From an optimization exercise on the open Yosys and OpenROAD flow, aimed at a short achievable clock period and few clock cycles per item; shortcuts taken in it are not production practice. Only simulation tests tie the RTL to the original design; equivalence was not proved. No run shown here takes its clock network from TritonCTS; it comes from the design's own scripts or RTL. The clock port is modelled as an ideal driver, which makes a skipped or thinned clock tree look cheaper than it is; a real chip needs a root buffer or a tree. Power is estimated from default activity; no workload was simulated.

--- flow/run.sh ---
#!/bin/bash
# Standard ORFS layout with one hook before clock tree synthesis
# (flow/pre_cts.tcl): it places the output flip-flops beside their output
# buffers and builds a balanced two-level clock tree (flow/clock_tree.tcl) in
# place of the flow's clock_tree_synthesis. All tool output goes to
# orfs_make.log here and to ORFS's own logs under orfs/logs.
set -euo pipefail
here=$(pwd)
bash standard.sh PRE_CTS_TCL="$here/flow/pre_cts.tcl" finish > "$here/orfs_make.log" 2>&1
--- flow/clock_tree.tcl ---
# Manual two-level clock tree: the clock port drives NROOT root buffers, each
# root buffer drives the leaf buffers of its part of the die, each leaf buffer
# drives one cluster of at most about LEAF_SIZE flip-flop clock pins. Clusters
# come from recursive splits of the clock pins by position, so they are of
# near equal size.
proc mct_center {it} {
  set bb [[$it getInst] getBBox]
  return [list [expr {([$bb xMin] + [$bb xMax]) / 2}] [expr {([$bb yMin] + [$bb yMax]) / 2}]]
}

# items: list of {x y payload}; returns n groups of near equal size, each
# split made across the longer side of the items' bounding box
proc mct_split {items n} {
  if {$n <= 1 || [llength $items] < 2} { return [list $items] }
  set xs [lmap i $items {lindex $i 0}]
  set ys [lmap i $items {lindex $i 1}]
  set dx [expr {[tcl::mathfunc::max {*}$xs] - [tcl::mathfunc::min {*}$xs]}]
  set dy [expr {[tcl::mathfunc::max {*}$ys] - [tcl::mathfunc::min {*}$ys]}]
  set k [expr {$dx >= $dy ? 0 : 1}]
  set sorted [lsort -integer -index $k $items]
  set n1 [expr {$n / 2}]
  set h [expr {([llength $sorted] * $n1 + $n / 2) / $n}]
  set a [lrange $sorted 0 [expr {$h - 1}]]
  set b [lrange $sorted $h end]
  return [concat [mct_split $a $n1] [mct_split $b [expr {$n - $n1}]]]
}

proc mct_centroid {items} {
  set sx 0; set sy 0
  foreach i $items { set sx [expr {$sx + [lindex $i 0]}]; set sy [expr {$sy + [lindex $i 1]}] }
  set n [llength $items]
  return [list [expr {$sx / $n}] [expr {$sy / $n}]]
}

proc mct_place {inst xy} {
  set m [$inst getMaster]
  set x [expr {[lindex $xy 0] - [$m getWidth] / 2}]
  set y [expr {[lindex $xy 1] - [$m getHeight] / 2}]
  if {$x < 0} { set x 0 }
  if {$y < 0} { set y 0 }
  $inst setLocation $x $y
  $inst setPlacementStatus PLACED
}

proc manual_cts {clk_port nroot leaf_size bufname} {
  set block [ord::get_db_block]
  set db [ord::get_db]
  set master [$db findMaster $bufname]
  set bt [$block findBTerm $clk_port]
  set clknet [$bt getNet]
  set sinks {}
  foreach it [$clknet getITerms] {
    lappend sinks [concat [mct_center $it] [list $it]]
  }
  puts "manual_cts: [llength $sinks] clock pins"
  # root groups, then leaf clusters inside each root group
  set nleaf [expr {([llength $sinks] + $leaf_size - 1) / $leaf_size}]
  set nleaf [expr {(($nleaf + $nroot - 1) / $nroot) * $nroot}]
  set roots [mct_split $sinks $nroot]
  set r 0
  set l 0
  foreach rg $roots {
    set rinst [odb::dbInst_create $block $master "mct_root_$r"]
    set rnet [odb::dbNet_create $block "mct_root_net_$r"]
    $rnet setSigType CLOCK
    [$rinst findITerm X] connect $rnet
    set leafpos {}
    foreach cl [mct_split $rg [expr {$nleaf / $nroot}]] {
      set linst [odb::dbInst_create $block $master "mct_leaf_$l"]
      set lnet [odb::dbNet_create $block "mct_leaf_net_$l"]
      $lnet setSigType CLOCK
      [$linst findITerm X] connect $lnet
      foreach s $cl {
        set it [lindex $s 2]
        $it disconnect
        $it connect $lnet
      }
      set c [mct_centroid $cl]
      mct_place $linst $c
      [$linst findITerm A] connect $rnet
      lappend leafpos $c
      incr l
    }
    mct_place $rinst [mct_centroid $leafpos]
    [$rinst findITerm A] connect $clknet
    incr r
  }
  puts "manual_cts: $r root buffers, $l leaf buffers"
}
--- flow/pre_cts.tcl ---
# Before clock tree synthesis: put each flip-flop that drives an output
# port's buffer right beside that buffer, and the few other gates its output
# drives right beside the flip-flop, so the wires on the flop's output are
# short; then legalise the placement again.
set block [ord::get_db_block]
set moved 0
set moved_gates 0
foreach bt [$block getBTerms] {
  if {[$bt getIoType] ne "OUTPUT"} { continue }
  set net [$bt getNet]
  if {$net eq "NULL"} { continue }
  set buf ""
  foreach it [$net getITerms] {
    if {[$it isOutputSignal]} { set buf [$it getInst] }
  }
  if {$buf eq ""} { continue }
  set in_net ""
  foreach it [$buf getITerms] {
    if {[$it isInputSignal] && [$it getNet] ne "NULL"} { set in_net [$it getNet] }
  }
  if {$in_net eq ""} { continue }
  set ff ""
  set others {}
  foreach it [$in_net getITerms] {
    set inst [$it getInst]
    if {[$it isOutputSignal]} {
      set ff $inst
    } elseif {[$inst getName] ne [$buf getName]} {
      lappend others $inst
    }
  }
  if {$ff eq ""} { continue }
  if {![[$ff getMaster] isSequential]} { continue }
  if {[llength $others] > 2} { continue }
  set skip 0
  foreach o $others { if {[[$o getMaster] isSequential]} { set skip 1 } }
  if {$skip} { continue }
  set loc [$buf getLocation]
  set bx [lindex $loc 0]
  set by [lindex $loc 1]
  set w [[$ff getMaster] getWidth]
  set x [expr {$bx - $w}]
  if {$x < 0} { set x [expr {$bx + [[$buf getMaster] getWidth]}] }
  $ff setLocation $x $by
  incr moved
  set ox $x
  foreach o $others {
    set ow [[$o getMaster] getWidth]
    set ox [expr {$ox - $ow}]
    if {$ox < 0} { set ox [expr {$bx + [[$buf getMaster] getWidth]}] }
    $o setLocation $ox $by
    incr moved_gates
  }
}
puts "pre_cts: moved $moved output flip-flops beside their buffers and $moved_gates gates beside them"

# Input port buffers: use a plain buffer where the flow left a delay cell
set db [ord::get_db]
set inbuf [$db findMaster sky130_fd_sc_hd__buf_4]
set swapped 0
foreach bt [$block getBTerms] {
  if {[$bt getIoType] ne "INPUT"} { continue }
  if {[$bt getName] eq "CLK"} { continue }
  set net [$bt getNet]
  if {$net eq "NULL"} { continue }
  foreach it [$net getITerms] {
    set inst [$it getInst]
    set mname [[$inst getMaster] getName]
    if {[string match "sky130_fd_sc_hd__clkdlybuf*" $mname] || [string match "sky130_fd_sc_hd__dlygate*" $mname] || [string match "sky130_fd_sc_hd__dlymetal*" $mname]} {
      $inst swapMaster $inbuf
      incr swapped
    }
  }
}
puts "pre_cts: $swapped input buffers changed from delay cells to buf_4"
detailed_placement
check_placement -verbose

# Clock tree: a balanced two-level tree of clkbuf_16 built here (see
# clock_tree.tcl) in place of the flow's clock_tree_synthesis.
source [file join [file dirname [info script]] clock_tree.tcl]
manual_cts CLK 4 28 sky130_fd_sc_hd__clkbuf_16
detailed_placement
check_placement -verbose
set_propagated_clock [all_clocks]
rename clock_tree_synthesis flow_clock_tree_synthesis
proc clock_tree_synthesis {args} {
  puts "clock tree already built by flow/clock_tree.tcl; skipping clock_tree_synthesis $args"
}
--- standard.sh ---
#!/bin/bash
# synth_recipe.tcl (not shown) runs the flow's synth.tcl, then flattens the netlist and writes it again
# the make line also repeats each setting of config.mk as NAME=value (left out here)
make -C /OpenROAD-flow-scripts/flow DESIGN_CONFIG=/design/flow/config.mk WORK_HOME=/design/flow/orfs CLKGATE_MAP_FILE= SYNTH_SCRIPT=/design/flow/synth_recipe.tcl "${@:-finish}"
--- config.mk ---
export PLATFORM = sky130hd
export DESIGN_NAME = alu_issue_ctrl
export DESIGN_NICKNAME = alu_issue_ctrl
export VERILOG_FILES = /design/flow/design.v
export SDC_FILE = /design/flow/constraint.sdc
export NUM_CORES = 4
export LEC_CHECK = 0
export ABC_CLOCK_PERIOD_IN_PS = 2000
export CAP_MARGIN = 50
export CORE_MARGIN = 2
export CORE_UTILIZATION = 40
export PLACE_DENSITY = 0.6
export SETUP_SLACK_MARGIN = 3.2
export SLEW_MARGIN = 70
export TNS_END_PERCENT = 100
--- constraint.sdc ---
create_clock -name core_clock -period 5.0 [get_ports {CLK}]
set_input_delay 1.0000 -clock core_clock [delete_from_list [all_inputs] [get_ports {CLK}]]
set_output_delay 1.0000 -clock core_clock [all_outputs]
set_load 0.01 [all_outputs]
--- design.v ---
package alu_issue_ctrl_pkg;
    localparam int DATA_WIDTH_DEF     = 32;
    localparam int ALU_OPRN_WIDTH_DEF = 6;
    localparam int REG_ADDR_WIDTH_DEF = 5;
    localparam int INFLIGHT_CAP_DEF   = 5;
endpackage
module alu_issue_ctrl_register_file
#(
    parameter int DATA_WIDTH     = alu_issue_ctrl_pkg::DATA_WIDTH_DEF,
    parameter int REG_ADDR_WIDTH = alu_issue_ctrl_pkg::REG_ADDR_WIDTH_DEF,
    localparam int NREG          = 1 << REG_ADDR_WIDTH
) (
    input  logic                      clk_i,
    input  logic                      rst_i,
    input  logic [NREG-1:1]           rsel1_i,
    input  logic [NREG-1:1]           rsel2_i,
    output logic [1:0][DATA_WIDTH-1:0] rpart1_o,
    output logic [1:0][DATA_WIDTH-1:0] rpart2_o,
    input  logic [NREG-1:1]           we_i,
    input  logic [DATA_WIDTH-1:0]     wdata_i
);
    logic [DATA_WIDTH-1:0] regs_q [1:NREG-1];
    for (genvar r = 1; r < NREG; r++) begin : g_reg
        always_ff @(posedge clk_i or posedge rst_i) begin
            if (rst_i) begin
                regs_q[r] <= '0;
            end else if (we_i[r]) begin
                regs_q[r] <= wdata_i;
            end
        end
    end
    always_comb begin
        rpart1_o = '0;
        rpart2_o = '0;
        for (int k = 1; k < NREG; k++) begin
            rpart1_o[k / (NREG / 2)] = rpart1_o[k / (NREG / 2)] | ({DATA_WIDTH{rsel1_i[k]}} & regs_q[k]);
            rpart2_o[k / (NREG / 2)] = rpart2_o[k / (NREG / 2)] | ({DATA_WIDTH{rsel2_i[k]}} & regs_q[k]);
        end
    end
endmodule
module alu_issue_ctrl
#(
    parameter int DATA_WIDTH     = alu_issue_ctrl_pkg::DATA_WIDTH_DEF,
    parameter int ALU_OPRN_WIDTH = alu_issue_ctrl_pkg::ALU_OPRN_WIDTH_DEF,
    parameter int REG_ADDR_WIDTH = alu_issue_ctrl_pkg::REG_ADDR_WIDTH_DEF
) (
    input  logic                      CLK,
    input  logic                      RST,
    input  logic                      REQ_VALID,
    output logic                      REQ_READY,
    input  logic [ALU_OPRN_WIDTH-1:0] REQ_OPRN,
    input  logic [REG_ADDR_WIDTH-1:0] REQ_RS1,
    input  logic [REG_ADDR_WIDTH-1:0] REQ_RS2,
    input  logic [REG_ADDR_WIDTH-1:0] REQ_RD,
    input  logic                      REQ_IMM_SEL,
    input  logic [DATA_WIDTH-1:0]     REQ_IMM,
    output logic [DATA_WIDTH-1:0]     ALU_OP1,
    output logic [DATA_WIDTH-1:0]     ALU_OP2,
    output logic [ALU_OPRN_WIDTH-1:0] ALU_OPRN,
    input  logic [DATA_WIDTH-1:0]     ALU_RESULT,
    output logic                      RSP_VALID,
    input  logic                      RSP_READY,
    output logic [DATA_WIDTH-1:0]     RSP_DATA,
    output logic [REG_ADDR_WIDTH-1:0] RSP_RD
);
    localparam int NREG = 1 << REG_ADDR_WIDTH;
    localparam int CAP  = alu_issue_ctrl_pkg::INFLIGHT_CAP_DEF;
    localparam int QN   = CAP;
    localparam int RW   = DATA_WIDTH + REG_ADDR_WIDTH;
    logic accept;
    logic rsp_pop;
    logic                      v_r1;
    logic                      w_r1;         
    logic [ALU_OPRN_WIDTH-1:0] oprn_r1;
    logic [REG_ADDR_WIDTH-1:0] rd_r1;
    logic [DATA_WIDTH-1:0]     imm_r1;       
    logic [NREG-1:1]           sel1_r1;      
    logic [NREG-1:1]           sel2_r1;
    logic [3:0]                f1_r1, f2_r1;
    logic                      v_r2;
    logic                      w_r2;
    logic [ALU_OPRN_WIDTH-1:0] oprn_r2;
    logic [REG_ADDR_WIDTH-1:0] rd_r2;
    logic [DATA_WIDTH-1:0]     imm_r2;
    logic [1:0][DATA_WIDTH-1:0] part1_r2, part2_r2;
    logic [3:0]                f1_r2, f2_r2;
    logic                      v_ex;
    logic                      w_ex;
    logic [REG_ADDR_WIDTH-1:0] rd_ex;
    logic [DATA_WIDTH-1:0]     op1_ex, op2_ex;
    logic [ALU_OPRN_WIDTH-1:0] oprn_ex;
    logic [DATA_WIDTH-1:0]     res_wb;
    logic [NREG-1:1]           we_wb;
    logic [DATA_WIDTH-1:0]     res_wb2;
    logic [1:0][DATA_WIDTH-1:0] rpart1, rpart2;
    alu_issue_ctrl_register_file #(
        .DATA_WIDTH     (DATA_WIDTH),
        .REG_ADDR_WIDTH (REG_ADDR_WIDTH)
    ) u_register_file (
        .clk_i    (CLK),
        .rst_i    (RST),
        .rsel1_i  (sel1_r1),
        .rsel2_i  (sel2_r1),
        .rpart1_o (rpart1),
        .rpart2_o (rpart2),
        .we_i     (we_wb),
        .wdata_i  (res_wb)
    );
    logic [2:0] h1, h2;      
    always_comb begin
        h1[0] = w_r1 && (rd_r1 == REQ_RS1);
        h1[1] = w_r2 && (rd_r2 == REQ_RS1);
        h1[2] = w_ex && (rd_ex == REQ_RS1);
        h2[0] = w_r1 && (rd_r1 == REQ_RS2);
        h2[1] = w_r2 && (rd_r2 == REQ_RS2);
        h2[2] = w_ex && (rd_ex == REQ_RS2);
    end
    always_ff @(posedge CLK) begin
        oprn_r1  <= REQ_OPRN;
        rd_r1    <= REQ_RD;
        imm_r1   <= REQ_IMM_SEL ? REQ_IMM : '0;
        for (int k = 1; k < NREG; k++) begin
            sel1_r1[k] <= (REQ_RS1 == REG_ADDR_WIDTH'(k));
            sel2_r1[k] <= (REQ_RS2 == REG_ADDR_WIDTH'(k));
        end
        f1_r1[0] <= h1[0];
        f1_r1[1] <= !h1[0] && h1[1];
        f1_r1[2] <= !h1[0] && !h1[1] && h1[2];
        f1_r1[3] <= (h1 == '0);
        f2_r1[0] <= !REQ_IMM_SEL && h2[0];
        f2_r1[1] <= !REQ_IMM_SEL && !h2[0] && h2[1];
        f2_r1[2] <= !REQ_IMM_SEL && !h2[0] && !h2[1] && h2[2];
        f2_r1[3] <= !REQ_IMM_SEL && (h2 == '0);
    end
    always_ff @(posedge CLK) begin
        oprn_r2  <= oprn_r1;
        rd_r2    <= rd_r1;
        imm_r2   <= imm_r1;
        part1_r2 <= rpart1;
        part2_r2 <= rpart2;
        f1_r2    <= f1_r1;
        f2_r2    <= f2_r1;
    end
    always_ff @(posedge CLK) begin
        op1_ex  <= ({DATA_WIDTH{f1_r2[0]}} & ALU_RESULT)
                 | ({DATA_WIDTH{f1_r2[1]}} & res_wb)
                 | ({DATA_WIDTH{f1_r2[2]}} & res_wb2)
                 | ({DATA_WIDTH{f1_r2[3]}} & (part1_r2[0] | part1_r2[1]));
        op2_ex  <= ({DATA_WIDTH{f2_r2[0]}} & ALU_RESULT)
                 | ({DATA_WIDTH{f2_r2[1]}} & res_wb)
                 | ({DATA_WIDTH{f2_r2[2]}} & res_wb2)
                 | ({DATA_WIDTH{f2_r2[3]}} & (part2_r2[0] | part2_r2[1]))
                 | imm_r2;
        oprn_ex <= oprn_r2;
        rd_ex   <= rd_r2;
    end
    always_ff @(posedge CLK) begin
        res_wb  <= ALU_RESULT;
        res_wb2 <= res_wb;
    end
    always_ff @(posedge CLK or posedge RST) begin
        if (RST) begin
            we_wb <= '0;
        end else begin
            for (int k = 1; k < NREG; k++) begin
                we_wb[k] <= w_ex && (rd_ex == REG_ADDR_WIDTH'(k));
            end
        end
    end
    always_ff @(posedge CLK or posedge RST) begin
        if (RST) begin
            v_r1 <= 1'b0;
            v_r2 <= 1'b0;
            v_ex <= 1'b0;
            w_r1 <= 1'b0;
            w_r2 <= 1'b0;
            w_ex <= 1'b0;
        end else begin
            v_r1 <= accept;
            v_r2 <= v_r1;
            v_ex <= v_r2;
            w_r1 <= accept && (REQ_RD != '0);
            w_r2 <= w_r1;
            w_ex <= w_r2;
        end
    end
    logic              rsp_v_q;      
    logic              rsp_v_h;      
    logic [RW-1:0]     rsp_q;
    logic [RW-1:0]     q_mem [QN];
    logic [QN-1:0]     q_rp, q_wp;   
    logic [QN-2:0]     q_cnt;        
    logic              q_nempty, load_out, q_pop, q_push;
    logic [RW-1:0]     ex_ent, q_head;
    assign ex_ent   = {ALU_RESULT, rd_ex};
    assign q_nempty = q_cnt[0];
    assign rsp_pop  = rsp_v_h && RSP_READY;
    assign load_out = !rsp_v_h || RSP_READY;
    assign q_pop    = load_out && q_nempty;
    assign q_push   = v_ex && !(load_out && !q_nempty);
    always_comb begin
        q_head = '0;
        for (int i = 0; i < QN; i++) begin
            q_head = q_head | ({RW{q_rp[i]}} & q_mem[i]);
        end
    end
    logic [RW-1:0]     rsp_h, rsp_new;
    assign rsp_new = q_nempty ? q_head : ex_ent;
    always_ff @(posedge CLK) begin
        rsp_q <= load_out ? rsp_new : rsp_h;
        rsp_h <= load_out ? rsp_new : rsp_q;
        for (int i = 0; i < QN; i++) begin
            if (q_wp[i]) begin
                q_mem[i] <= ex_ent;
            end
        end
    end
    always_ff @(posedge CLK or posedge RST) begin
        if (RST) begin
            rsp_v_q <= 1'b0;
            rsp_v_h <= 1'b0;
            q_rp    <= QN'(1);
            q_wp    <= QN'(1);
            q_cnt   <= '0;
        end else begin
            rsp_v_q <= load_out ? (q_nempty || v_ex) : rsp_v_h;
            rsp_v_h <= load_out ? (q_nempty || v_ex) : rsp_v_q;
            if (q_pop) begin
                q_rp <= {q_rp[QN-2:0], q_rp[QN-1]};
            end
            if (q_push) begin
                q_wp <= {q_wp[QN-2:0], q_wp[QN-1]};
            end
            if (q_push && !q_pop) begin
                q_cnt <= {q_cnt[QN-3:0], 1'b1};
            end else if (q_pop && !q_push) begin
                q_cnt <= {1'b0, q_cnt[QN-2:1]};
            end
        end
    end
    logic [CAP-1:0] cnt_q, cnt_d;
    logic           ready_q;
    assign accept = REQ_VALID && ready_q;
    always_comb begin
        cnt_d = cnt_q;
        if (accept && !rsp_pop) begin
            cnt_d = {cnt_q[CAP-2:0], 1'b1};
        end else if (!accept && rsp_pop) begin
            cnt_d = {1'b0, cnt_q[CAP-1:1]};
        end
    end
    always_ff @(posedge CLK or posedge RST) begin
        if (RST) begin
            cnt_q <= '0;
        end else begin
            cnt_q <= cnt_d;
        end
    end
    always_ff @(posedge CLK) begin
        ready_q <= !cnt_d[CAP-1];
    end
    assign REQ_READY = ready_q;
    assign RSP_VALID = rsp_v_q;
    assign RSP_DATA  = rsp_q[RW-1:REG_ADDR_WIDTH];
    assign RSP_RD    = rsp_q[REG_ADDR_WIDTH-1:0];
    assign ALU_OP1   = op1_ex;
    assign ALU_OP2   = op2_ex;
    assign ALU_OPRN  = oprn_ex;
endmodule
==> results of run 1 <==
-- report_power, final --
| part | leakage [nW] | switching, mW | internal [mW] |
|---|---|---|---|
| sequential | 19.4 | 1.78 | 16.3 |
| clock | 0.838 | 4.21 | 2.43 |
| combinational | 11.8 | 1.99 | 2.31 |
-- routing by layer --
| layer | wire length (microns) | vias up | GRT usage (%) |
|---|---|---|---|
| met1 | 101000 | 26000 | 37.6 |
| met5 | 13 | - | 0 |
| li1 | - | 19900 | - |
| met2 | 117000 | 3297 | 44.7 |
| met3 | 26600 | 809 | 5.15 |
| met4 | 14300 | 2 | 13.0 |
-- state kept, by name, indices dropped and copies added, names as in the netlist, 31 cells and up --
name and count:
imm_r1 32, sel1_r1 31, res_wb 32, rsp_h 37, q_mem 185, sel2_r1 31, imm_r2 32, part2_r2 64
rsp_q 37, u_register_file.regs_q 992, we_wb 31, part1_r2 64, op1_ex 32, op2_ex 32, res_wb2 32
-- Yosys cell counts, types with 3 or more instances --
master    count
nor4_1        6
a21o_1       74
a222oi_1    133
edfxtp_1    185
a22o_1      320
buf_1        15
mux2_2      974
a31oi_1      37
clkbuf_1    325
nand2b_1     12
and2_1       32
dfxtp_1     506
o21ai_0      98
nand2_1      60
nor2b_1       5
and3_1       68
nand3b_1      4
inv_1         5
mux2_1       28
xor2_1       24
a221oi_1    320
ha_1          3
a22oi_1     325
xnor2_1       6
dfrtp_1    1048
or3_1         5
nand3_1      41
nor3_1       23
buf_6         3
o21ai_1      11
a21oi_1      37
nand4_1     129
buf_2       151
nor2_1       85
-- metrics by stage --
step | power, mW | utilization (%) | area, sq um | worst slack, ps
global placement | 22.0 | 42.7 | 73300 | 1930
detailed placement | 22.3 | 44.1 | 75700 | 2340
floorplan | 20.3 | - | 69200 | -10480
finish | 29.1 | 45.6 | 78300 | 2940
CTS | 28.9 | 45.2 | 77600 | 2920
global route | 30.1 | 45.6 | 78300 | 2920
-- cell type report --
class,instances,area [sq um],share of cell area [%]
sequential,1741,42400,54.1
buffer,68,1700,2.17
timing repair buffer,510,6040,7.71
tap,2310,2890,3.69
multi-input combinational,2869,25300,32.3
inverter,5,22.5,0.0288
antenna,9,22.5,0.0288
-- final timing paths --
kind,start,end,slack [ps],cells past startpoint
worst max-delay path,rsp_v_q,RSP_VALID,2940,1
worst min-delay path,f2_r1[1],f2_r2[1],330,0
worst max register to register,sel1_r1[22],part1_r2[39],3120,4
worst min register to register,f2_r1[1],f2_r2[1],330,0
max in group asynchronous,RST,u_register_file.regs_q[9][19],3350,6
min in group asynchronous,RST,u_register_file.regs_q[19][9],680,3
-- kinds of logic (layout without fill, tap and decap cells) --
kind of cell             Yosys count  count (layout)  synth area share (%)
other                              0               9                     0
buffers and inverters            502             583                  3.04
XOR/XNOR                          30              30                 0.380
flip-flops                      1741            1741                  60.7
AO/OA/AOI/OAI                   1359            1359                  15.8
multiplexers                    1004            1004                  16.4
AND/OR/NAND/NOR                  473             473                  3.66
adder cells (fa/ha/maj)            3               3                0.0543
-- timing repair --
action,CTS,global route
buffers inserted,48,32
pin swaps,8,15
cloned,0,1
setup endpoints to repair,141,131
resized for setup,589,42
==> flow_summary.ini, run 1 <==
[timing]
setup_viol = 0
worst_pin_slew_ps = 524
min_period_ps = 2060
finalHoldViolations = 0
tns_ps = 0
skew_ps = 24.3
timing.fmax_mhz = 485
drv_slew = 0
relSlewSlack_pct = 65.1
hold_slack_ps = 332
min_period_over_period_pct = 41.2
rsz0062_at_grt = yes

[clocking]
clk_latency_ps = 550
clk_pin_slew_ps = 100
holdBufCountCts = 0

[die]
ios = 199
die_y_microns = 420
fp.dieW_microns = 420
row_count = 152
die-area_sq_um = 176000
core-area_sq_um = 172000
initial_utilization_pct = 40.3

[pwr]
ir_drop_uv = 309
p_per_area_nw_per_um2 = 371
power_leakage_nw = 32.1

[global_route]
grt_use_total_pct = 28.2
grt_max_degree = 78
grt_pass1_vias = 48500
grt_pass1_wl_microns = 363000
overflow = 0
antenna_found_initial = 15

[route]
num_vias = 50000
route.detailed.drc = 0
drt_iter0_drc = 7642
routedWlPerCell_microns = 34.4
totalWireLength_microns = 258000
antenna_left = 0
drtPass1Iterations = 9
viasPerCell = 6.66

[finish]
final_common_cell = dfrtp_1
area_growth_pct = 13.3
nFillCells = 15200
drive_gt1_share_pct = 34.5
mostFrequentLayoutCells = 1009 x dfrtp_1, 974 x mux2_2, 345 x dfxtp_1
final_nets = 5288
final_cells = 7512

[synthesis]
synthArstFlopShare_pct = 60.3
synth_top_area_share_pct = 37.9
synth_nets = 5205
synth_area_sq_um = 69100
synth_cells = 5112
ys_types = 44
synth.avg_cell_area_sq_um = 13.5
synth_seq_cells = 1741
yosysTopAreaCell = dfrtp_1
yosys_warnings = 4
synth_edf_count = 185
ys.flop_type = dfrtp_1
ys_seq_area_share_pct = 60.7
yosys-top-cells-area = dfrtp_1 38%, mux2_2 16%, dfxtp_1 15%, edfxtp_1 8.0%, a221oi_1 4.1%

[place]
place_congestion = 0.870
post-dp-hpwl_microns = 154000
dp_cells = 7345
portBuffers = 198

[worst_setup_path]
start_kind = register
cp_slowest_cell = dfrtp_1
path_cells = buf_2
max_stage_delay_ps = 390
crit_type = reg2out
crit_path_end_kind = primary output
cp_num_buf_inv = 1
critPathArrivalTime_ps = 1060
cp.required_ps = 4000
critical_path.top_delay_family = flip-flops
cp_max_fo = 2

[run]
maxCapViolCount = 0

[min_path]
hp-class = reg2reg

[run_status]
outcome = finished clean
Testbench counts, summed over its fixed seeds: cycles 12,032, items 12,000.
==> run 2: changes to the inputs <==
--- a/design.v
+++ b/design.v
@@ -185,7 +185,8 @@
         end
     end
     logic              rsp_v_q;      
-    logic              rsp_v_h;      
+    logic              rsp_vn_h;     
+    logic              rsp_v_h;
     logic [RW-1:0]     rsp_q;
     logic [RW-1:0]     q_mem [QN];
     logic [QN-1:0]     q_rp, q_wp;   
@@ -194,6 +195,7 @@
     logic [RW-1:0]     ex_ent, q_head;
     assign ex_ent   = {ALU_RESULT, rd_ex};
     assign q_nempty = q_cnt[0];
+    assign rsp_v_h  = !rsp_vn_h;
     assign rsp_pop  = rsp_v_h && RSP_READY;
     assign load_out = !rsp_v_h || RSP_READY;
     assign q_pop    = load_out && q_nempty;
@@ -204,11 +206,13 @@
             q_head = q_head | ({RW{q_rp[i]}} & q_mem[i]);
         end
     end
-    logic [RW-1:0]     rsp_h, rsp_new;
+    logic [RW-1:0]     rsp_hn, rsp_new;
     assign rsp_new = q_nempty ? q_head : ex_ent;
     always_ff @(posedge CLK) begin
-        rsp_q <= load_out ? rsp_new : rsp_h;
-        rsp_h <= load_out ? rsp_new : rsp_q;
+        rsp_q <= load_out ? rsp_new : ~rsp_hn;
+        if (load_out) begin
+            rsp_hn <= ~rsp_new;
+        end
         for (int i = 0; i < QN; i++) begin
             if (q_wp[i]) begin
                 q_mem[i] <= ex_ent;
@@ -217,14 +221,16 @@
     end
     always_ff @(posedge CLK or posedge RST) begin
         if (RST) begin
-            rsp_v_q <= 1'b0;
-            rsp_v_h <= 1'b0;
+            rsp_v_q  <= 1'b0;
+            rsp_vn_h <= 1'b1;
             q_rp    <= QN'(1);
             q_wp    <= QN'(1);
             q_cnt   <= '0;
         end else begin
             rsp_v_q <= load_out ? (q_nempty || v_ex) : rsp_v_h;
-            rsp_v_h <= load_out ? (q_nempty || v_ex) : rsp_v_q;
+            if (load_out) begin
+                rsp_vn_h <= !(q_nempty || v_ex);
+            end
             if (q_pop) begin
                 q_rp <= {q_rp[QN-2:0], q_rp[QN-1]};
             end
==> flow_summary.ini, run 2 <==
[worst_setup_path]
crit_path_end_kind = primary output
cp.required_ps = 4000
cp_num_buf_inv = 1
max_stage_delay_ps = 370
cp_max_fo = 1
path_cells = buf_2
critical_path.top_delay_family = flip-flops
critPathArrivalTime_ps = 1030
crit_type = reg2out
cp_slowest_cell = dfrtp_1
start_kind = register

[die]
ios = 199
initial_utilization_pct = 40.3
row_count = 152
die-area_sq_um = 177000
core-area_sq_um = 172000
die_y_microns = 420
fp.dieW_microns = 420

[finish]
final_common_cell = dfrtp_1
nFillCells = 15300
top_register = u_register_file.regs_q
final_cells = 7446
top_regs = u_register_file.regs_q x992, q_mem x185
area_growth_pct = 12.8
final_nets = 5221
drive_gt1_share_pct = 33.8
largest_reg_flops = 992
mostFrequentLayoutCells = 1007 x dfrtp_1, 972 x mux2_2, 333 x dfxtp_1
multi_input_area_sq_um = 25000
regArea_sq_um = 42700
finish.utilization_pct = 45.4

[global_route]
antenna_found_initial = 17
grt_max_degree = 61
overflow = 0
grt_pass1_wl_microns = 356000
grt_use_total_pct = 27.6
grt_pass1_vias = 48100

[synthesis]
ys_types = 43
synth_most_common_cell = dfrtp_1
yosys_warnings = 4
ys.flop_type = dfrtp_1
ys_seq_area_share_pct = 61.1
synthArstFlopShare_pct = 60.3
synth_nets = 5160
yosys-top-cells-area = dfrtp_1 38%, mux2_2 16%, dfxtp_1 14%, edfxtp_1 9.6%, a221oi_1 4.0%
synth_top_area_share_pct = 37.8
synth_edf_count = 222
synth_common_cells = 1047 x dfrtp_1, 972 x mux2_2, 469 x dfxtp_1
synth_cells = 5067
yosysTopAreaCell = dfrtp_1
synth_area_sq_um = 69300
synth.avg_cell_area_sq_um = 13.7
synth_seq_cells = 1741

[pwr]
power_leakage_nw = 31.6
p_per_area_nw_per_um2 = 364
ir_drop_uv = 352

[timing]
skew_ps = 44.2
tns_ps = 0
min_period_ps = 2030
rsz0062_at_grt = yes
finalHoldViolations = 0
setup_viol = 0
min_period_over_period_pct = 40.5
drv_slew = 0
relSlewSlack_pct = 66.4
worst_pin_slew_ps = 498
timing.fmax_mhz = 494

[clocking]
clk_latency_ps = 560
clk_pin_slew_ps = 100

[route]
viasPerCell = 6.58
totalWireLength_microns = 253000
antenna_left = 0
drt_iter0_drc = 7729
drtPass1Iterations = 11
routedWlPerCell_microns = 33.9
route.detailed.drc = 0
num_vias = 49000

[place]
post-dp-hpwl_microns = 150000
dp_cells = 7312
place_congestion = 0.863
portBuffers = 198

[run]
maxCapViolCount = 0

[min_path]
hp-class = reg2reg

[run_status]
outcome = finished clean
-- run 2: cell count changes after synthesis, sizes merged, moves of 6 or more --
cell    change
nand3      +37
a21o       -74
dfxtp      -37
a31oi      -37
mux2i      +37
clkbuf      -6
edfxtp     +37
-- run 2: metal layers --
layer | GRT usage (%) | vias up | part of all wire, %
li1 | - | 19700 | -
met1 | 36.4 | 25300 | 38
met2 | 43.3 | 3179 | 45
met3 | 6.07 | 797 | 11
met4 | 12.7 | 10 | 5.4
met5 | 0 | - | 0.028
-- run 2: per-stage QoR --
step                      hold WS, ps  cell area (sq um)  worst slack (ps)  power [mW]
after floorplan                   310              69400            -10480        20.1
after global placement            311              73600              1810        21.8
after detailed placement          312              75700              2100        22.0
after CTS                         336              77300              2950        28.3
after global routing              338              78100              2940        29.5
final                             333              78100              2970        28.4
-- run 2: final cells by class --
cell class,count,share of cell area (%)
Timing Repair inverter,1,0.0112
Antenna cell,10,0.0320
Inverter,7,0.0545
Timing Repair Buffer,479,7.40
Sequential cell,1741,54.6
Tap cell,2310,3.70
Multi-Input combinational cell,2830,32.0
Buffer,68,2.18
-- run 2: final timing paths --
kind | from | end | slack [ps] | cells after the start
max in group asynchronous | RST | u_register_file.regs_q[24][22] | 3300 | 8
setup / recovery | rsp_v_q | RSP_VALID | 2970 | 1
min in group asynchronous | RST | u_register_file.regs_q[28][6] | 430 | 3
setup reg to reg | sel1_r1[19] | part1_r2[52] | 3160 | 5
hold / removal | imm_r1[23] | imm_r2[23] | 330 | 0
hold reg to reg | imm_r1[23] | imm_r2[23] | 330 | 0
-- run 2: kinds of logic (layout without fill, tap and decap cells) --
kind of cell / Yosys count / in the layout / share of synthesized area, %
other: 0 / 10 / 0
flip-flops: 1741 / 1741 / 61.1
multiplexers: 1041 / 1041 / 16.9
AO/OA/AOI/OAI: 1247 / 1247 / 14.7
buffers and inverters: 496 / 555 / 3.03
adder cells (fa/ha/maj): 3 / 3 / 0.0542
AND/OR/NAND/NOR: 509 / 509 / 3.91
XOR/XNOR: 30 / 30 / 0.379
-- run 2: repair_timing --
item                       4_1_cts  5_1_grt
hold endpoints to repair         0        0
setup endpoints to repair      189      301
gates resized for setup        529       79
pin swaps                        7        7
buffers inserted                23       12
cloned                           4        4
hold buffers                     0        0
-- run 2: power breakdown --
| part | internal, mW | total (mW) | switching [mW] | leakage [nW] |
|---|---|---|---|---|
| sequential | 16.3 | 18.0 | 1.68 | 19.5 |
| combinational | 1.96 | 3.80 | 1.84 | 11.3 |
| clock | 2.43 | 6.63 | 4.20 | 0.838 |
| total | 20.7 | 28.4 | 7.72 | 31.6 |
Testbench counts of run 2, summed over its fixed seeds: cycles 12,032, items 12,000.
==> run 3: changes to the inputs <==
==> flow/run.sh (replaced) <==
#!/bin/bash
# Standard ORFS layout with one hook before clock tree synthesis
# (flow/pre_cts.tcl): it places the output flip-flops beside their output
# buffers and builds a balanced three-level clock tree (flow/clock_tree.tcl) in
# place of the flow's clock_tree_synthesis. All tool output goes to
# orfs_make.log here and to ORFS's own logs under orfs/logs.
set -euo pipefail
here=$(pwd)
bash standard.sh PRE_CTS_TCL="$here/flow/pre_cts.tcl" finish > "$here/orfs_make.log" 2>&1
--- a/flow/clock_tree.tcl
+++ b/flow/clock_tree.tcl
@@ -1,8 +1,11 @@
-# Manual two-level clock tree: the clock port drives NROOT root buffers, each
-# root buffer drives the leaf buffers of its part of the die, each leaf buffer
-# drives one cluster of at most about LEAF_SIZE flip-flop clock pins. Clusters
-# come from recursive splits of the clock pins by position, so they are of
-# near equal size.
+# Manual clock trees built in place of the flow's clock_tree_synthesis.
+# manual_cts: the clock port drives NROOT root buffers, each root buffer the
+# leaf buffers of its part of the die, each leaf buffer one cluster of at most
+# about LEAF_SIZE flip-flop clock pins.
+# manual_cts3: three levels, root, mid and leaf cells given separately (two
+# inverting levels and one buffer keep the clock's polarity).
+# Clusters come from recursive splits of the clock pins by position across
+# the longer side, so they are of near equal size and the tree is balanced.
 proc mct_center {it} {
   set bb [[$it getInst] getBBox]
   return [list [expr {([$bb xMin] + [$bb xMax]) / 2}] [expr {([$bb yMin] + [$bb yMax]) / 2}]]
@@ -25,6 +28,27 @@
   return [concat [mct_split $a $n1] [mct_split $b [expr {$n - $n1}]]]
 }
 
+proc mct_out {inst} {
+  foreach it [$inst getITerms] {
+    if {[$it isOutputSignal]} { return $it }
+  }
+}
+
+# Keep later repair steps from resizing, cloning or removing the tree's cells
+# and from rebuffering its nets
+proc mct_dont_touch {block} {
+  # power and ground pins first: the flow's later global connection skips
+  # cells marked don't-touch
+  global_connect
+  foreach inst [$block getInsts] {
+    if {[string match "mct_*" [$inst getName]]} { $inst setDoNotTouch 1 }
+  }
+  foreach net [$block getNets] {
+    if {[string match "mct_*" [$net getName]]} { $net setDoNotTouch 1 }
+  }
+  [[$block findBTerm CLK] getNet] setDoNotTouch 1
+}
+
 proc mct_centroid {items} {
   set sx 0; set sy 0
   foreach i $items { set sx [expr {$sx + [lindex $i 0]}]; set sy [expr {$sy + [lindex $i 1]}] }
@@ -42,10 +66,11 @@
   $inst setPlacementStatus PLACED
 }
 
-proc manual_cts {clk_port nroot leaf_size bufname} {
+proc manual_cts {clk_port nroot leaf_size root_buf leaf_buf} {
   set block [ord::get_db_block]
   set db [ord::get_db]
-  set master [$db findMaster $bufname]
+  set rmaster [$db findMaster $root_buf]
+  set lmaster [$db findMaster $leaf_buf]
   set bt [$block findBTerm $clk_port]
   set clknet [$bt getNet]
   set sinks {}
@@ -60,16 +85,16 @@
   set r 0
   set l 0
   foreach rg $roots {
-    set rinst [odb::dbInst_create $block $master "mct_root_$r"]
+    set rinst [odb::dbInst_create $block $rmaster "mct_root_$r"]
     set rnet [odb::dbNet_create $block "mct_root_net_$r"]
     $rnet setSigType CLOCK
-    [$rinst findITerm X] connect $rnet
+    [mct_out $rinst] connect $rnet
     set leafpos {}
     foreach cl [mct_split $rg [expr {$nleaf / $nroot}]] {
-      set linst [odb::dbInst_create $block $master "mct_leaf_$l"]
+      set linst [odb::dbInst_create $block $lmaster "mct_leaf_$l"]
       set lnet [odb::dbNet_create $block "mct_leaf_net_$l"]
       $lnet setSigType CLOCK
-      [$linst findITerm X] connect $lnet
+      [mct_out $linst] connect $lnet
       foreach s $cl {
         set it [lindex $s 2]
         $it disconnect
@@ -86,4 +111,65 @@
     incr r
   }
   puts "manual_cts: $r root buffers, $l leaf buffers"
+  mct_dont_touch $block
 }
+
+# Three levels: nroot roots, each driving nmid mid buffers, each driving its
+# share of leaf buffers.
+proc manual_cts3 {clk_port nroot nmid leaf_size root_buf mid_buf leaf_buf} {
+  set block [ord::get_db_block]
+  set db [ord::get_db]
+  set rmaster [$db findMaster $root_buf]
+  set mmaster [$db findMaster $mid_buf]
+  set lmaster [$db findMaster $leaf_buf]
+  set bt [$block findBTerm $clk_port]
+  set clknet [$bt getNet]
+  set sinks {}
+  foreach it [$clknet getITerms] {
+    lappend sinks [concat [mct_center $it] [list $it]]
+  }
+  set nleaf [expr {([llength $sinks] + $leaf_size - 1) / $leaf_size}]
+  set per [expr {$nroot * $nmid}]
+  set nleaf [expr {(($nleaf + $per - 1) / $per) * $per}]
+  set r 0; set m 0; set l 0
+  foreach rg [mct_split $sinks $nroot] {
+    set rinst [odb::dbInst_create $block $rmaster "mct_root_$r"]
+    set rnet [odb::dbNet_create $block "mct_root_net_$r"]
+    $rnet setSigType CLOCK
+    [mct_out $rinst] connect $rnet
+    set midpos {}
+    foreach mg [mct_split $rg $nmid] {
+      set minst [odb::dbInst_create $block $mmaster "mct_mid_$m"]
+      set mnet [odb::dbNet_create $block "mct_mid_net_$m"]
+      $mnet setSigType CLOCK
+      [mct_out $minst] connect $mnet
+      set leafpos {}
+      foreach cl [mct_split $mg [expr {$nleaf / $per}]] {
+        set linst [odb::dbInst_create $block $lmaster "mct_leaf_$l"]
+        set lnet [odb::dbNet_create $block "mct_leaf_net_$l"]
+        $lnet setSigType CLOCK
+        [mct_out $linst] connect $lnet
+        foreach s $cl {
+          set it [lindex $s 2]
+          $it disconnect
+          $it connect $lnet
+        }
+        set c [mct_centroid $cl]
+        mct_place $linst $c
+        [$linst findITerm A] connect $mnet
+        lappend leafpos $c
+        incr l
+      }
+      set c [mct_centroid $leafpos]
+      mct_place $minst $c
+      [$minst findITerm A] connect $rnet
+      lappend midpos $c
+      incr m
+    }
+    mct_place $rinst [mct_centroid $midpos]
+    [$rinst findITerm A] connect $clknet
+    incr r
+  }
+  puts "manual_cts3: $r root, $m mid, $l leaf buffers"
+  mct_dont_touch $block
+}
--- a/flow/pre_cts.tcl
+++ b/flow/pre_cts.tcl
@@ -76,10 +76,12 @@
 detailed_placement
 check_placement -verbose
 
-# Clock tree: a balanced two-level tree of clkbuf_16 built here (see
-# clock_tree.tcl) in place of the flow's clock_tree_synthesis.
+# Clock tree: a balanced three-level tree built here (see clock_tree.tcl) in
+# place of the flow's clock_tree_synthesis: the clock port drives four
+# clkinv_16, each drives clkinv_16 mids, each drives clkbuf_16 leaves, each
+# leaf about 24 flip-flops.
 source [file join [file dirname [info script]] clock_tree.tcl]
-manual_cts CLK 4 28 sky130_fd_sc_hd__clkbuf_16
+manual_cts3 CLK 4 3 24 sky130_fd_sc_hd__clkinv_16 sky130_fd_sc_hd__clkinv_16 sky130_fd_sc_hd__clkbuf_16
 detailed_placement
 check_placement -verbose
 set_propagated_clock [all_clocks]
==> flow_summary.ini, run 3 <==
[worst_setup_path]
rrSetupSlack_ps = 3170
path_cells = buf_2
crit_type = reg2out
crit_path_end_kind = primary output
start_kind = register
cp_slowest_cell = dfrtp_1
cp_max_fo = 1
r2r-start = sel1_r1[27]
cp_num_buf_inv = 1
max_stage_delay_ps = 380
r2r_cells = 4
cp.required_ps = 4000
crit_start = rsp_v_q
r2r-end = part1_r2[53]
critical_path.top_delay_family = flip-flops
critPathArrivalTime_ps = 930

[finish]
mostFrequentLayoutCells = 1007 x dfrtp_1, 972 x mux2_2, 332 x dfxtp_1
drive_gt1_share_pct = 34.5
area_growth_pct = 14.3
largest_reg_flops = 992
regArea_sq_um = 42700
nFillCells = 15200
final_common_cell = dfrtp_1
final_nets = 5253
final_area_sq_um = 79200
top_register = u_register_file.regs_q
multi_input_area_sq_um = 25000
top_regs = u_register_file.regs_q x992, q_mem x185

[pwr]
ir_drop_uv = 253
internal_power_mw = 21.6
swShare_pct = 27.6
p_per_area_nw_per_um2 = 377
power_leakage_nw = 32.1
power.share.sequential_pct = 60.4
clock_power_share_pct = 26.7
p_sw_mw = 8.23
pwr-share-comb_pct = 12.9

[timing]
worst_pin_slew_ps = 501
min_period_ps = 1930
drv_slew = 0
skew_ps = 35.0
timing.fmax_mhz = 517
tns_ps = 0
min_period_over_period_pct = 38.7
finalHoldViolations = 0
relSlewSlack_pct = 66.6
setup_viol = 0
rsz0062_at_grt = yes

[global_route]
grt_max_degree = 61
grt_pass1_vias = 48600
grt_pass1_wl_microns = 358000
grt_use_total_pct = 27.7
overflow = 0
antenna_found_initial = 13

[die]
row_count = 152
die_y_microns = 420
initial_utilization_pct = 40.3
die-area_sq_um = 177000
ios = 199
fp.dieW_microns = 420
core-area_sq_um = 172000

[synthesis]
synth_common_cells = 1047 x dfrtp_1, 972 x mux2_2, 469 x dfxtp_1
synth_area_sq_um = 69300
ys.flop_type = dfrtp_1
synth_top_area_share_pct = 37.8
synth_edf_count = 222
synth_cells = 5067
yosysTopAreaCell = dfrtp_1
ys_seq_area_share_pct = 61.1
yosys_warnings = 4
synth_most_common_cell = dfrtp_1
ys_types = 43
yosys-top-cells-area = dfrtp_1 38%, mux2_2 16%, dfxtp_1 14%, edfxtp_1 9.6%, a221oi_1 4.0%
synthArstFlopShare_pct = 60.3
synth_nets = 5160
synth_seq_cells = 1741
synth.avg_cell_area_sq_um = 13.7

[route]
totalWireLength_microns = 254000
num_vias = 49400
viasPerCell = 6.61
drtPass1Iterations = 9
antenna_left = 0
routedWlPerCell_microns = 34.0
route.detailed.drc = 0
drt_iter0_drc = 7863

[run]
maxCapViolCount = 0

[min_path]
hold_end = imm_r2[11]
hp-class = reg2reg
min_from = imm_r1[11]
whs_path_depth = 0

[clocking]
clk_latency_ps = 440
holdBufCountCts = 0
clk_pin_slew_ps = 90

[place]
portBuffers = 198
place_congestion = 0.863
post-dp-hpwl_microns = 150000
placement.cell_area_sq_um = 75700

[run_status]
outcome = finished clean
run 3: changes by cell type in the layout (fill, tap and decap cells not counted), sizes merged:
cell,delta
clkbuf,+17
clkinv,+16
bufbuf,+1
buf,-2
diode,-7
run 3: power groups by stage:
| stage | registers (mW) | clock network [mW] | logic [mW] |
|---|---|---|---|
| final | 18.0 | 7.96 | 3.84 |
| after global routing | 18.2 | 8.57 | 4.13 |
| after CTS | 17.9 | 8.09 | 3.75 |
| after detailed placement | 18.3 | 0 | 3.75 |
| after global placement | 18.2 | 0 | 3.57 |
| after floorplan | 17.7 | 0 | 2.34 |
run 3: cell families (layout without fill, tap and decap cells):
| logic type | after synthesis | count (layout) | synth area share, % |
|---|---|---|---|
| buffers and inverters | 496 | 587 | 3.03 |
| xor gates and xnor gates | 30 | 30 | 0.379 |
| DFF | 1741 | 1741 | 61.1 |
| muxes | 1041 | 1041 | 16.9 |
| AOI/OAI and AO/OA | 1247 | 1247 | 14.7 |
| other | 0 | 3 | 0 |
| and+or+nand+nor | 509 | 509 | 3.91 |
| adders and majority gates | 3 | 3 | 0.0542 |
run 3: worst max path at each step:
stage                                    endpoint  slack [ps]  cells past startpoint
floorplan                                cnt_q[0]      -10480                      1
global placement                         q_cnt[1]        1810                      7
detailed placement  u_register_file.regs_q[2][20]        2100                      8
CTS                                     RSP_VALID        3080                      1
global route                            RSP_VALID        3030                      1
finish                                  RSP_VALID        3070                      1
run 3: through the flow:
step	hold slack, ps	worst slack, ps	power [mW]	std cells	utilization [%]
2_1_floorplan	310	-10480	20.1	5067	-
3_3_place_gp	311	1810	21.8	7246	42.8
3_5_place_dp	312	2100	22.0	7312	44.0
4_1_cts	323	3080	29.7	7442	45.6
5_1_grt	331	3030	30.9	7468	46.0
6_report	319	3070	29.8	7471	46.0
run 3: area by class of cell:
class | instances | share of cell area (%)
Timing Repair Buffer | 479 | 7.45
Multi-Input combinational cell | 2830 | 31.6
Sequential cell | 1741 | 53.9
Tap cell | 2310 | 3.65
Timing Repair inverter | 1 | 0.0111
Buffer | 84 | 2.66
Inverter | 23 | 0.661
Antenna cell | 3 | 0.00948
run 3: layer usage:
metal,track usage (%),vias up,wire length (microns)
li1,-,19800,-
met3,5.90,869,26400
met4,13.3,8,14200
met2,43.5,3215,114000
met5,0,-,55
met1,36.6,25500,99000
run 3: what timing repair did:
| item | 4_1_cts | 5_1_grt |
|---|---|---|
| setup endpoints to repair | 451 | 259 |
| buffers inserted | 23 | 10 |
| pin swaps | 6 | 8 |
| cloned | 7 | 5 |
| gates resized for setup | 547 | 92 |
==> run 4: changes to the inputs <==
--- a/flow/pre_cts.tcl
+++ b/flow/pre_cts.tcl
@@ -81,7 +81,7 @@
 # clkinv_16, each drives clkinv_16 mids, each drives clkbuf_16 leaves, each
 # leaf about 24 flip-flops.
 source [file join [file dirname [info script]] clock_tree.tcl]
-manual_cts3 CLK 4 3 24 sky130_fd_sc_hd__clkinv_16 sky130_fd_sc_hd__clkinv_16 sky130_fd_sc_hd__clkbuf_16
+manual_cts3 CLK 4 2 24 sky130_fd_sc_hd__clkinv_16 sky130_fd_sc_hd__clkinv_16 sky130_fd_sc_hd__clkbuf_16
 detailed_placement
 check_placement -verbose
 set_propagated_clock [all_clocks]
==> flow_summary.ini, run 4 <==
[clocking]
clk_latency_ps = 390
clk_pin_slew_ps = 90
holdBufCountCts = 0

[finish]
top_regs = u_register_file.regs_q x992, q_mem x185
drive_gt1_share_pct = 34.4
largest_reg_flops = 992
area_growth_pct = 14.0
final_nets = 5250
final_common_cell = dfrtp_1
top_register = u_register_file.regs_q
mostFrequentLayoutCells = 1007 x dfrtp_1, 972 x mux2_2, 333 x dfxtp_1

[place]
post-dp-hpwl_microns = 150000
place_congestion = 0.863
portBuffers = 198
pre_cts_slack_ps = 2100

[worst_setup_path]
cp_slowest_cell = dfrtp_1
cp.required_ps = 4000
cp_num_buf_inv = 1
crit_end = RSP_VALID
critPathArrivalTime_ps = 870
crit_start = rsp_v_q
rrSetupSlack_ps = 3170
cp.depth = 1
critical_path.top_delay_family = flip-flops
r2r-end = part1_r2[52]
path_cells = buf_2
crit_path_end_kind = primary output
max_stage_delay_ps = 360
r2r_cells = 5
cp_max_fo = 1
crit_type = reg2out
start_kind = register
r2r-start = sel1_r1[19]

[synthesis]
synth_xor_area_share_pct = 0.379
ys.flop_type = dfrtp_1
synthSimpleGateAreaFrac_pct = 3.91
ys_types = 43
synth_edf_count = 222
synth_top_area_share_pct = 37.8
synth_area_sq_um = 69300
synth.avg_cell_area_sq_um = 13.7
synth_nets = 5160
yosysTopAreaCell = dfrtp_1
synth-adder-area-share_pct = 0.0542
synth_compound_area_share_pct = 14.7
synth_seq_cells = 1741
synth_top_family_by_area = multiplexers
synth_cells = 5067
yosys-top-cells-area = dfrtp_1 38%, mux2_2 16%, dfxtp_1 14%, edfxtp_1 9.6%, a221oi_1 4.0%
ys_seq_area_share_pct = 61.1
synth_most_common_cell = dfrtp_1
synth_common_cells = 1047 x dfrtp_1, 972 x mux2_2, 469 x dfxtp_1
synthArstFlopShare_pct = 60.3
yosys_warnings = 4
synth_mux_area_share_pct = 16.9

[die]
ios = 199
die_y_microns = 420
row_count = 152
fp.dieW_microns = 420
core-area_sq_um = 172000
die-area_sq_um = 177000
initial_utilization_pct = 40.3

[pwr]
clock_power_share_pct = 25.9
p_per_area_nw_per_um2 = 374
ir_drop_uv = 220
pwr-share-comb_pct = 13.1
internal_power_mw = 21.4
p_sw_mw = 8.10
swShare_pct = 27.4
power_leakage_nw = 32.0
power.share.sequential_pct = 61.1

[route]
routedWlPerCell_microns = 34.0
drtPass1Iterations = 10
viasPerCell = 6.62
num_vias = 49500
route.detailed.drc = 0
totalWireLength_microns = 254000
drt_iter0_drc = 7911
antenna_left = 0

[timing]
setup_viol = 0
tns_ps = 0
worst_pin_slew_ps = 522
min_period_over_period_pct = 37.4
finalHoldViolations = 0
drv_slew = 0
hold_slack_ps = 317
worst_slack_ps = 3130
skew_ps = 24.5
rsz0062_at_grt = yes
min_period_ps = 1870
relSlewSlack_pct = 65.2
timing.fmax_mhz = 535

[global_route]
overflow = 0
grt_pass1_vias = 48500
grt_pass1_wl_microns = 358000
grt_max_degree = 61
grt_use_total_pct = 27.7
antenna_found_initial = 17

[min_path]
hp-class = reg2reg
min_from = f2_r1[0]

[run]
maxCapViolCount = 0

[run_status]
outcome = finished clean
run 4: changes by cell type in the layout (fill, tap and decap cells not counted), moves of 3 or more:
cell       change
a221oi_2       -3
buf_12         -4
a221oi_1       +3
o21ai_2        -3
clkinv_16      -4
diode_2        +3
buf_4          +6
run 4: how the worst min path moves through the flow:
stage	depth (start not counted)	slack (ps)	endpoint
2_1_floorplan	0	310	f1_r2[0]
3_3_place_gp	0	310	imm_r2[13]
3_5_place_dp	0	310	f1_r2[0]
4_1_cts	0	320	f2_r2[0]
5_1_grt	0	320	f2_r2[0]
6_report	0	320	f2_r2[0]
run 4: area by class of cell:
cell class              count  area (sq um)
repair inverters            1          8.76
plain buffers              80          2000
diodes                      6          15.0
inverters                  19           403
fillers                 15200         92900
repair buffers            484          5950
flip-flops and latches   1741         42700
well taps                2310          2890
multi-input cells        2830         25000
run 4: per-stage QoR:
stage,cell area (sq um),power [mW],std cells,utilization [%]
after global routing,79000,30.6,7465,45.9
after floorplan,69400,20.1,5067,-
after detailed placement,75700,22.0,7312,44.0
after global placement,73600,21.8,7246,42.8
after CTS,78100,29.4,7431,45.4
final,79000,29.5,7471,45.9
run 4: cells by family after synthesis:
logic type                 Yosys count
xor gates and xnor gates            30
DFF                               1741
buffers and inverters              496
adders and majority gates            3
muxes                             1041
and+or+nand+nor                    509
AOI/OAI and AO/OA                 1247
run 4: power groups by stage:
stage | sequential, mW | clock [mW] | combinational, mW
4_1_cts | 17.9 | 7.74 | 3.75
2_1_floorplan | 17.7 | 0 | 2.34
3_5_place_dp | 18.3 | 0 | 3.75
3_3_place_gp | 18.2 | 0 | 3.57
5_1_grt | 18.2 | 8.24 | 4.14
6_report | 18.0 | 7.63 | 3.85
run 4: timing repair:
action	in CTS	in global routing
setup endpoints to repair	453	323
pin swaps	6	7
resized for setup	543	82
gates cloned	7	9
setup buffers	20	15
run 4: routing by layer:
layer | up-vias | track usage, % | part of all wire, %
met2 | 3347 | 43.4 | 45
met3 | 833 | 5.75 | 10
met5 | - | 0 | 0.016
li1 | 19800 | - | -
met1 | 25500 | 36.6 | 39
met4 | 6 | 13.2 | 5.4
==> run 5: changes to the inputs <==
--- a/design.v
+++ b/design.v
@@ -2,20 +2,22 @@
     localparam int DATA_WIDTH_DEF     = 32;
     localparam int ALU_OPRN_WIDTH_DEF = 6;
     localparam int REG_ADDR_WIDTH_DEF = 5;
+    localparam int RF_NPART_DEF       = 4;
     localparam int INFLIGHT_CAP_DEF   = 5;
 endpackage
 module alu_issue_ctrl_register_file
 #(
     parameter int DATA_WIDTH     = alu_issue_ctrl_pkg::DATA_WIDTH_DEF,
     parameter int REG_ADDR_WIDTH = alu_issue_ctrl_pkg::REG_ADDR_WIDTH_DEF,
+    parameter int NPART          = alu_issue_ctrl_pkg::RF_NPART_DEF,
     localparam int NREG          = 1 << REG_ADDR_WIDTH
 ) (
     input  logic                      clk_i,
     input  logic                      rst_i,
     input  logic [NREG-1:1]           rsel1_i,
     input  logic [NREG-1:1]           rsel2_i,
-    output logic [1:0][DATA_WIDTH-1:0] rpart1_o,
-    output logic [1:0][DATA_WIDTH-1:0] rpart2_o,
+    output logic [NPART-1:0][DATA_WIDTH-1:0] rpart1_o,
+    output logic [NPART-1:0][DATA_WIDTH-1:0] rpart2_o,
     input  logic [NREG-1:1]           we_i,
     input  logic [DATA_WIDTH-1:0]     wdata_i
 );
@@ -33,8 +35,8 @@
         rpart1_o = '0;
         rpart2_o = '0;
         for (int k = 1; k < NREG; k++) begin
-            rpart1_o[k / (NREG / 2)] = rpart1_o[k / (NREG / 2)] | ({DATA_WIDTH{rsel1_i[k]}} & regs_q[k]);
-            rpart2_o[k / (NREG / 2)] = rpart2_o[k / (NREG / 2)] | ({DATA_WIDTH{rsel2_i[k]}} & regs_q[k]);
+            rpart1_o[k / (NREG / NPART)] = rpart1_o[k / (NREG / NPART)] | ({DATA_WIDTH{rsel1_i[k]}} & regs_q[k]);
+            rpart2_o[k / (NREG / NPART)] = rpart2_o[k / (NREG / NPART)] | ({DATA_WIDTH{rsel2_i[k]}} & regs_q[k]);
         end
     end
 endmodule
@@ -64,6 +66,7 @@
     output logic [REG_ADDR_WIDTH-1:0] RSP_RD
 );
     localparam int NREG = 1 << REG_ADDR_WIDTH;
+    localparam int NPART = alu_issue_ctrl_pkg::RF_NPART_DEF;
     localparam int CAP  = alu_issue_ctrl_pkg::INFLIGHT_CAP_DEF;
     localparam int QN   = CAP;
     localparam int RW   = DATA_WIDTH + REG_ADDR_WIDTH;
@@ -82,7 +85,7 @@
     logic [ALU_OPRN_WIDTH-1:0] oprn_r2;
     logic [REG_ADDR_WIDTH-1:0] rd_r2;
     logic [DATA_WIDTH-1:0]     imm_r2;
-    logic [1:0][DATA_WIDTH-1:0] part1_r2, part2_r2;
+    logic [NPART-1:0][DATA_WIDTH-1:0] part1_r2, part2_r2;
     logic [3:0]                f1_r2, f2_r2;
     logic                      v_ex;
     logic                      w_ex;
@@ -92,10 +95,11 @@
     logic [DATA_WIDTH-1:0]     res_wb;
     logic [NREG-1:1]           we_wb;
     logic [DATA_WIDTH-1:0]     res_wb2;
-    logic [1:0][DATA_WIDTH-1:0] rpart1, rpart2;
+    logic [NPART-1:0][DATA_WIDTH-1:0] rpart1, rpart2;
     alu_issue_ctrl_register_file #(
         .DATA_WIDTH     (DATA_WIDTH),
-        .REG_ADDR_WIDTH (REG_ADDR_WIDTH)
+        .REG_ADDR_WIDTH (REG_ADDR_WIDTH),
+        .NPART          (NPART)
     ) u_register_file (
         .clk_i    (CLK),
         .rst_i    (RST),
@@ -141,15 +145,24 @@
         f1_r2    <= f1_r1;
         f2_r2    <= f2_r1;
     end
+    logic [DATA_WIDTH-1:0] rf1, rf2;
+    always_comb begin
+        rf1 = '0;
+        rf2 = '0;
+        for (int g = 0; g < NPART; g++) begin
+            rf1 = rf1 | part1_r2[g];
+            rf2 = rf2 | part2_r2[g];
+        end
+    end
     always_ff @(posedge CLK) begin
         op1_ex  <= ({DATA_WIDTH{f1_r2[0]}} & ALU_RESULT)
                  | ({DATA_WIDTH{f1_r2[1]}} & res_wb)
                  | ({DATA_WIDTH{f1_r2[2]}} & res_wb2)
-                 | ({DATA_WIDTH{f1_r2[3]}} & (part1_r2[0] | part1_r2[1]));
+                 | ({DATA_WIDTH{f1_r2[3]}} & rf1);
         op2_ex  <= ({DATA_WIDTH{f2_r2[0]}} & ALU_RESULT)
                  | ({DATA_WIDTH{f2_r2[1]}} & res_wb)
                  | ({DATA_WIDTH{f2_r2[2]}} & res_wb2)
-                 | ({DATA_WIDTH{f2_r2[3]}} & (part2_r2[0] | part2_r2[1]))
+                 | ({DATA_WIDTH{f2_r2[3]}} & rf2)
                  | imm_r2;
         oprn_ex <= oprn_r2;
         rd_ex   <= rd_r2;
==> flow_summary.ini, run 5 <==
[synthesis]
ys_seq_area_share_pct = 62.8
ys_types = 41
synth_cells = 5259
synth_common_cells = 1047 x dfrtp_1, 988 x mux2_2, 965 x a22oi_1
yosys-top-cells-area = dfrtp_1 37%, dfxtp_1 17%, mux2_2 16%, a22oi_1 10%, edfxtp_1 9.3%
synthArstFlopShare_pct = 56.2
synth_area_sq_um = 71500
yosys_warnings = 4
synth_top_area_share_pct = 36.6
synth.avg_cell_area_sq_um = 13.6
synth_seq_cells = 1869
yosysTopAreaCell = dfrtp_1
synth_most_common_cell = dfrtp_1
synth_edf_count = 222
ys.flop_type = dfrtp_1
synth_nets = 5352

[die]
die-area_sq_um = 182000
row_count = 155
ios = 199
fp.dieW_microns = 427
initial_utilization_pct = 40.2
core-area_sq_um = 178000
die_y_microns = 427

[place]
dp_cells = 7519
portBuffers = 198
post-dp-hpwl_microns = 146000
pre_cts_slack_ps = 2120
place_congestion = 0.909

[worst_setup_path]
cp.required_ps = 4000
r2r-end = rsp_q[18]
crit_path_end_kind = primary output
cp_slowest_cell = dfrtp_1
start_kind = register
r2r_cells = 5
rrSetupSlack_ps = 3300
crit_end = RSP_VALID
max_stage_delay_ps = 370
crit_type = reg2out
cp.depth = 1
critPathArrivalTime_ps = 890
cp_max_fo = 1
cp_num_buf_inv = 1
path_cells = buf_2
crit_start = rsp_v_q
critical_path.top_delay_family = flip-flops
r2r-start = q_rp[2]

[pwr]
clock_power_share_pct = 25.7
power.share.sequential_pct = 61.9
internal_power_mw = 22.4
power_leakage_nw = 32.3
p_per_area_nw_per_um2 = 382
ir_drop_uv = 209
swShare_pct = 26.9
p_sw_mw = 8.25
pwr-share-comb_pct = 12.4
power_mw = 30.7

[finish]
multi_input_area_sq_um = 24800
drive_gt1_share_pct = 31.4
final_cells = 7644
regArea_sq_um = 45100
final_nets = 5378
area_growth_pct = 12.1
largest_reg_flops = 992
top_regs = u_register_file.regs_q x992, q_mem x185
nFillCells = 15800
final_common_cell = dfrtp_1
top_register = u_register_file.regs_q
mostFrequentLayoutCells = 1009 x dfrtp_1, 988 x mux2_2, 965 x a22oi_1

[route]
drtPass1Iterations = 9
totalWireLength_microns = 239000
drt_iter0_drc = 6031
viasPerCell = 6.41
num_vias = 49000
routedWlPerCell_microns = 31.2
route.detailed.drc = 0
antenna_left = 0

[timing]
setup_viol = 0
drv_slew = 0
worst_pin_slew_ps = 486
worst_slack_ps = 3110
min_period_over_period_pct = 37.7
min_period_ps = 1890
timing.fmax_mhz = 530
relSlewSlack_pct = 67.6
tns_ps = 0
rsz0062_at_grt = yes
skew_ps = 18.9
finalHoldViolations = 0
hold_slack_ps = 325

[min_path]
hp-class = reg2reg

[clocking]
holdBufCountCts = 0
clk_latency_ps = 400
clk_pin_slew_ps = 90

[global_route]
overflow = 0
grt_pass1_wl_microns = 342000
grt_max_degree = 76
grt_use_total_pct = 25.2
antenna_found_initial = 9
grt_pass1_vias = 48600

[run]
maxCapViolCount = 0

[run_status]
outcome = finished clean
==> run 5: changes by cell type in the layout (fill, tap and decap cells not counted), sizes merged, moves of 64 or more <==
cell / change
a22oi: +640
a221oi: -320
a22o: -320
dfxtp: +128
and3: -64
nand3: +64
nand4: +64
o21ai: -64
o41ai: +64
==> run 5: worst min-delay path by stage <==
| stage | startpoint | endpoint | slack, ps | cells past startpoint |
|---|---|---|---|---|
| floorplan | f1_r1[0] | f1_r2[0] | 310 | 0 |
| global placement | oprn_r2[4] | oprn_ex[4] | 310 | 0 |
| detailed placement | imm_r1[18] | imm_r2[18] | 310 | 0 |
| CTS | imm_r1[4] | imm_r2[4] | 320 | 0 |
| global route | imm_r1[8] | imm_r2[8] | 330 | 0 |
| finish | imm_r1[4] | imm_r2[4] | 320 | 0 |
==> run 5: logic make-up after synthesis <==
group | share of synthesized area, %
XOR/XNOR | 0.367
AO/OA/AOI/OAI | 13.4
flip-flops | 62.8
AND/OR/NAND/NOR | 4.23
multiplexers | 16.3
adder cells (fa/ha/maj) | 0.0525
buffers and inverters | 2.86
==> run 5: repair_timing <==
action / CTS / global route
buffers inserted: 3 / 6
endpoints found under the setup margin: 483 / 254
gates resized for setup: 528 / 65
pin swaps: 1 / 4
cloned: 6 / 3
==> run 5: power by group through the flow <==
stage	combinational (mW)	clock [mW]	sequential [mW]
global placement	3.51	0	19.3
floorplan	2.30	0	18.8
global route	4.09	8.51	19.2
detailed placement	3.66	0	19.3
CTS	3.72	8.00	18.9
finish	3.81	7.87	19.0
==> run 5: layout make-up <==
| cell class | instances | share of cell area, % |
|---|---|---|
| timing repair buffer | 421 | 6.13 |
| antenna | 6 | 0.0187 |
| tap | 2355 | 3.67 |
| multi-input combinational | 2894 | 30.9 |
| buffer | 80 | 2.50 |
| sequential | 1869 | 56.3 |
| inverter | 19 | 0.502 |
==> run 5: stage by stage <==
stage / cell area, sq um / utilization, %
floorplan: 71600 / -
global placement: 75900 / 42.6
detailed placement: 77400 / 43.5
CTS: 79600 / 44.7
global route: 80200 / 45.0
finish: 80200 / 45.0
==> run 5: layer usage <==
metal,share of wire [%],track usage (%)
met3,8.8,4.26
met1,41,34.4
met4,5.2,11.9
met5,0,0
met2,45,39.1
Testbench counts of run 5, summed over its fixed seeds: cycles 12,032, items 12,000.

-- separate check: timing with driven ports --
The flow's constraints put no driver on any port. The routed layouts listed below were extracted and timed again, unchanged, in two steps.
Step 1 (the two cells are an assumption about what drives the block):
set clk [get_ports {CLK}]
set_driving_cell -lib_cell sky130_fd_sc_hd__clkbuf_16 $clk
set_driving_cell -lib_cell sky130_fd_sc_hd__buf_2 [delete_from_list [all_inputs] $clk]
Step 2 also shifts input and output timing later by t, the mid clock arrival at the registers, as if the neighbouring blocks saw the same clock.
Three values: ideal, step 1, step 2; two values: the first two.
run	t, ns	setup WS [ns]	worst setup path after step 2	worst slew at a driven data input, ns
run 1	0.720	2.939 / 2.758 / 2.684	input to register	0.15
run 2	0.724	2.974 / 2.788 / 2.665	input to register	0.22
run 3	0.714	3.066 / 2.776 / 2.656	input to register	0.21
run 4	0.674	3.131 / 2.836 / 2.693	input to register	0.22
run 5	0.689	3.114 / 2.813 / 2.783	input to register	0.06
After both steps every run listed still meets setup and hold. For run 4, which loses most, drivers alone change the setup slack by -0.295 ns; drivers and shift together by -0.438 ns.
